What follows belongs to an exercise in optimizing a design on an open flow for small area and a short achievable clock period; a production flow would make more cautious choices.
Only simulation tests tie the RTL to the original design; equivalence was not proved.
Power is estimated from default activity; no workload was simulated.

==> flow/design.v <==
`default_nettype none
module mc_banked_memory #(
    parameter int              WIDTH      = 32,
    parameter int              DEPTH      = 48,
    parameter int              ADDR_WIDTH = 6,
    parameter int              NUM_CH     = 4,
    parameter int              RD_LAT     = 2,
    parameter logic [WIDTH-1:0] INIT_VAL  = '0
) (
    input  wire                       clk,
    input  wire                       res,
    input  wire  [NUM_CH-1:0]            bus_valid,
    output logic [NUM_CH-1:0]            bus_ready,
    input  wire  [NUM_CH-1:0]            bus_wr_rd,
    input  wire  [NUM_CH*ADDR_WIDTH-1:0] bus_addr,
    input  wire  [NUM_CH*WIDTH-1:0]      bus_wdata,
    input  wire  [NUM_CH*WIDTH/8-1:0]    bus_wstrb,
    output logic [NUM_CH-1:0]            bus_rvalid,
    output logic [NUM_CH*WIDTH-1:0]      bus_rdata,
    output logic [NUM_CH-1:0]            bus_err,
    output logic                         init_done
);
    localparam int C_NB  = WIDTH / 8;
    localparam int C_CHW = (NUM_CH > 1) ? $clog2(NUM_CH) : 1;
    localparam logic [ADDR_WIDTH-1:0] C_LAST    = ADDR_WIDTH'(DEPTH - 1);
    localparam logic [C_CHW-1:0]      C_LAST_CH = C_CHW'(NUM_CH - 1);
    logic                  r_run;       
    logic [C_NB-1:0]       r_wstrb;     
    logic [WIDTH-1:0]      r_wdata;     
    logic [NUM_CH-1:0]     r_rd;        
    logic [NUM_CH-1:0]     r_rvalid;
    logic [NUM_CH-1:0]     r_err;
    logic [WIDTH-1:0]      r_rdata;
    logic [WIDTH-1:0]      r_mem [DEPTH];
    logic [NUM_CH-1:0] w_ready;
    logic [NUM_CH-1:0] w_blocked;
    logic [NUM_CH-1:0] logic_blk_o;
    logic              w_gnt_any;
    logic [NUM_CH-1:0] r_pri     [NUM_CH];
    logic [NUM_CH-1:0] w_pri_nxt [NUM_CH];
    function automatic logic is_before(input int last, input int j, input int c);
        is_before = (((j - last - 1 + 2*NUM_CH) % NUM_CH) < ((c - last - 1 + 2*NUM_CH) % NUM_CH));
    endfunction
    always_comb begin
        for (int c = 0; c < NUM_CH; c++) begin
            w_blocked[c] = |(r_pri[c] & bus_valid);
            w_ready[c]   = bus_valid[c] && !w_blocked[c] && r_run && !res;
        end
    end
    assign w_gnt_any = |w_ready;
    logic [NUM_CH-1:0] r_next_oh;
    logic [NUM_CH-1:0] w_ready_o;
    function automatic logic [NUM_CH-1:0] blocked_from(input logic [NUM_CH-1:0] nxt,
                                                       input logic [NUM_CH-1:0] v);
        blocked_from = '0;
        for (int c = 0; c < NUM_CH; c++) begin
            for (int j = 0; j < NUM_CH; j++) begin
                for (int g = 0; g < NUM_CH; g++) begin
                    if (((j - g + NUM_CH) % NUM_CH) < ((c - g + NUM_CH) % NUM_CH))
                        blocked_from[c] = blocked_from[c] | (nxt[g] & v[j]);
                end
            end
        end
    endfunction
    assign logic_blk_o = blocked_from(r_next_oh, bus_valid);
    assign w_ready_o   = bus_valid & ~logic_blk_o & {NUM_CH{r_run & ~res}};
    assign bus_ready = w_ready_o;
    always_ff @(posedge clk) begin
        if (res) begin
            r_next_oh <= NUM_CH'(1);
        end else if (w_gnt_any) begin
            r_next_oh <= {w_ready[NUM_CH-2:0], w_ready[NUM_CH-1]};
        end
    end
    always_comb begin
        for (int c = 0; c < NUM_CH; c++) begin
            for (int j = 0; j < NUM_CH; j++) begin
                w_pri_nxt[c][j] = 1'b0;
                for (int g = 0; g < NUM_CH; g++) begin
                    if (is_before(g, j, c)) w_pri_nxt[c][j] = w_pri_nxt[c][j] | w_ready[g];
                end
            end
        end
    end
    always_ff @(posedge clk) begin
        for (int c = 0; c < NUM_CH; c++) begin
            for (int j = 0; j < NUM_CH; j++) begin
                if (res) begin
                    r_pri[c][j] <= is_before(NUM_CH - 1, j, c);
                end else if (w_gnt_any) begin
                    r_pri[c][j] <= w_pri_nxt[c][j];
                end
            end
        end
    end
    logic [ADDR_WIDTH-1:0] w_sel_addr;
    logic [WIDTH-1:0]      w_sel_wdata;
    logic [C_NB-1:0]       w_sel_wstrb;
    logic [NUM_CH-1:0]     w_gnt_wr;
    always_comb begin
        w_sel_addr  = '0;
        w_sel_wdata = '0;
        w_sel_wstrb = '0;
        for (int i = 0; i < NUM_CH; i++) begin
            w_gnt_wr[i] = w_ready[i] & bus_wr_rd[i];
            w_sel_addr  = w_sel_addr  | ({ADDR_WIDTH{w_ready[i]}}  & bus_addr[i*ADDR_WIDTH +: ADDR_WIDTH]);
            w_sel_wdata = w_sel_wdata | ({WIDTH{w_gnt_wr[i]}}      & bus_wdata[i*WIDTH +: WIDTH]);
            w_sel_wstrb = w_sel_wstrb | ({C_NB{w_gnt_wr[i]}}       & bus_wstrb[i*C_NB +: C_NB]);
        end
    end
    logic [DEPTH-1:0] r_dec;
    logic             r_first;
    logic             r_oor;
    logic [DEPTH-1:0] w_sel_dec;
    always_comb begin
        for (int i = 0; i < DEPTH; i++) w_sel_dec[i] = w_gnt_any && (w_sel_addr == ADDR_WIDTH'(i));
    end
    always_ff @(posedge clk) begin
        r_first <= res;
        if (res) begin
            r_run <= 1'b0;
            r_dec <= '0;
        end else if (!r_run) begin
            r_dec <= {r_dec[DEPTH-2:0], r_first};
            if (r_dec[DEPTH-2]) r_run <= 1'b1;
        end else begin
            r_dec <= w_sel_dec;
        end
    end
    always_ff @(posedge clk) begin
        r_wstrb <= (res || r_run) ? w_sel_wstrb : {C_NB{1'b1}};
        r_wdata <= w_sel_wdata;
        r_rd    <= w_ready & ~bus_wr_rd;
        r_oor   <= (w_sel_addr > C_LAST);
    end
    assign init_done = r_run;
    always_ff @(posedge clk) begin
        for (int i = 0; i < DEPTH; i++) begin
            for (int b = 0; b < C_NB; b++) begin
                if (r_dec[i] && r_wstrb[b]) r_mem[i][8*b +: 8] <= r_wdata[8*b +: 8];
            end
        end
    end
    logic [WIDTH-1:0] w_rd_word;
    always_comb begin
        w_rd_word = '0;
        for (int i = 0; i < DEPTH; i++) w_rd_word = w_rd_word | ({WIDTH{r_dec[i]}} & r_mem[i]);
    end
    always_ff @(posedge clk) begin
        r_rdata <= w_rd_word;
        if (res) begin
            r_rvalid <= '0;
            r_err    <= '0;
        end else begin
            for (int i = 0; i < NUM_CH; i++) begin
                r_rvalid[i] <= r_rd[i];
                r_err[i]    <= (r_rd[i] && r_oor) ||
                               (w_gnt_wr[i] && (bus_addr[i*ADDR_WIDTH +: ADDR_WIDTH] > C_LAST));
            end
        end
    end
    assign bus_rvalid = r_rvalid;
    assign bus_err    = r_err;
    assign bus_rdata  = {NUM_CH{r_rdata}};
endmodule
`default_nettype wire
`default_nettype none
module mc_banked_memory_top (
    input  wire         clk,
    input  wire         res,
    input  wire  [3:0]  valid,
    output logic [3:0]  ready,
    input  wire  [3:0]  wr_rd,
    input  wire  [23:0] addr,
    input  wire  [127:0] wdata,
    input  wire  [15:0] wstrb,
    output logic [3:0]  rvalid,
    output logic [127:0] rdata,
    output logic [3:0]  err,
    output logic        init_done
);
    mc_banked_memory #(
        .WIDTH(32), .DEPTH(48), .ADDR_WIDTH(6), .NUM_CH(4), .RD_LAT(2),
        .INIT_VAL('0)
    ) u_mem (
        .clk(clk), .res(res),
        .bus_valid(valid), .bus_ready(ready), .bus_wr_rd(wr_rd),
        .bus_addr(addr), .bus_wdata(wdata), .bus_wstrb(wstrb),
        .bus_rvalid(rvalid), .bus_rdata(rdata), .bus_err(err),
        .init_done(init_done)
    );
endmodule
`default_nettype wire
clock: 5.5 ns
lec_check: 0
cap_margin: 20
core_margin: 2
core_utilization: 40
cts_cluster_diameter: 70
cts_cluster_size: 24
place_density: 0.75
setup_slack_margin: 2.8
slew_margin: 20
standard.sh (not shown) runs the stock make flow with config.mk's settings and CLKGATE_MAP_FILE= SYNTH_SCRIPT=/design/flow/synth_recipe.tcl, a recipe that flattens the netlist after the stock synthesis.
==> flow/flow/run.sh <==
#!/bin/bash
set -uo pipefail
export BUFFER_PORTS_ARGS="-buffer_cell sky130_fd_sc_hd__buf_1"
bash standard.sh finish > orfs_make.log 2>&1
Change:
--- a/flow/design.v
+++ b/flow/design.v
@@ -48,28 +48,25 @@
         end
     end
     assign w_gnt_any = |w_ready;
-    logic [NUM_CH-1:0] r_next_oh;
+    logic [NUM_CH-1:0] r_last_oh;
     logic [NUM_CH-1:0] w_ready_o;
-    function automatic logic [NUM_CH-1:0] blocked_from(input logic [NUM_CH-1:0] nxt,
-                                                       input logic [NUM_CH-1:0] v);
-        blocked_from = '0;
+    always_comb begin
         for (int c = 0; c < NUM_CH; c++) begin
+            logic_blk_o[c] = 1'b0;
             for (int j = 0; j < NUM_CH; j++) begin
                 for (int g = 0; g < NUM_CH; g++) begin
-                    if (((j - g + NUM_CH) % NUM_CH) < ((c - g + NUM_CH) % NUM_CH))
-                        blocked_from[c] = blocked_from[c] | (nxt[g] & v[j]);
+                    if (is_before(g, j, c)) logic_blk_o[c] = logic_blk_o[c] | (r_last_oh[g] & bus_valid[j]);
                 end
             end
+            w_ready_o[c] = bus_valid[c] && !logic_blk_o[c] && r_run && !res;
         end
-    endfunction
-    assign logic_blk_o = blocked_from(r_next_oh, bus_valid);
-    assign w_ready_o   = bus_valid & ~logic_blk_o & {NUM_CH{r_run & ~res}};
+    end
     assign bus_ready = w_ready_o;
     always_ff @(posedge clk) begin
         if (res) begin
-            r_next_oh <= NUM_CH'(1);
+            r_last_oh <= NUM_CH'(1) << (NUM_CH - 1);
         end else if (w_gnt_any) begin
-            r_next_oh <= {w_ready[NUM_CH-2:0], w_ready[NUM_CH-1]};
+            r_last_oh <= w_ready;
         end
     end
     always_comb begin
=>
- The changed run finished with timing, DRC and antenna clean
- clock power grows by 12%
- synthesized area hardly moves
- core utilization grows by 0.38 points
- global-route usage grows by 0.11 points
- cell area grows by 0.74%

static timing again, ports no longer ideal:
The results above use ideal ports. As a check the final layouts listed here were re-extracted and re-timed, cells and wires unchanged. Step 1, drivers: a clkbuf_16 drives clk and a buf_2 each remaining input, both assumed. Step 2 adds t to the input delays and takes it off the output delays; t is the mean of the earliest and latest rising clock arrival at the registers after step 1. Input paths then give back, and output paths get back, about the clock's delay inside the block. Three values: ideal, step 1, step 2; two values: the first two.
| run | t, ns | setup slack, ns | latest minus earliest clock arrival (ns) | worst slew at a driven data input, ns | cell pins on the clock port's net |
|---|---|---|---|---|---|
| the first run | 0.780 | 2.482 / 2.444 / 2.194 | 0.072 / 0.071 | 0.14 | 1 |
| the second run | 0.827 | 2.527 / 2.476 / 2.132 | 0.069 / 0.069 | 0.13 | 1 |
After both steps setup and hold are still met in every run listed. For the second run, which loses most, drivers alone change the setup slack by -0.051 ns; drivers and shift together by -0.395 ns.
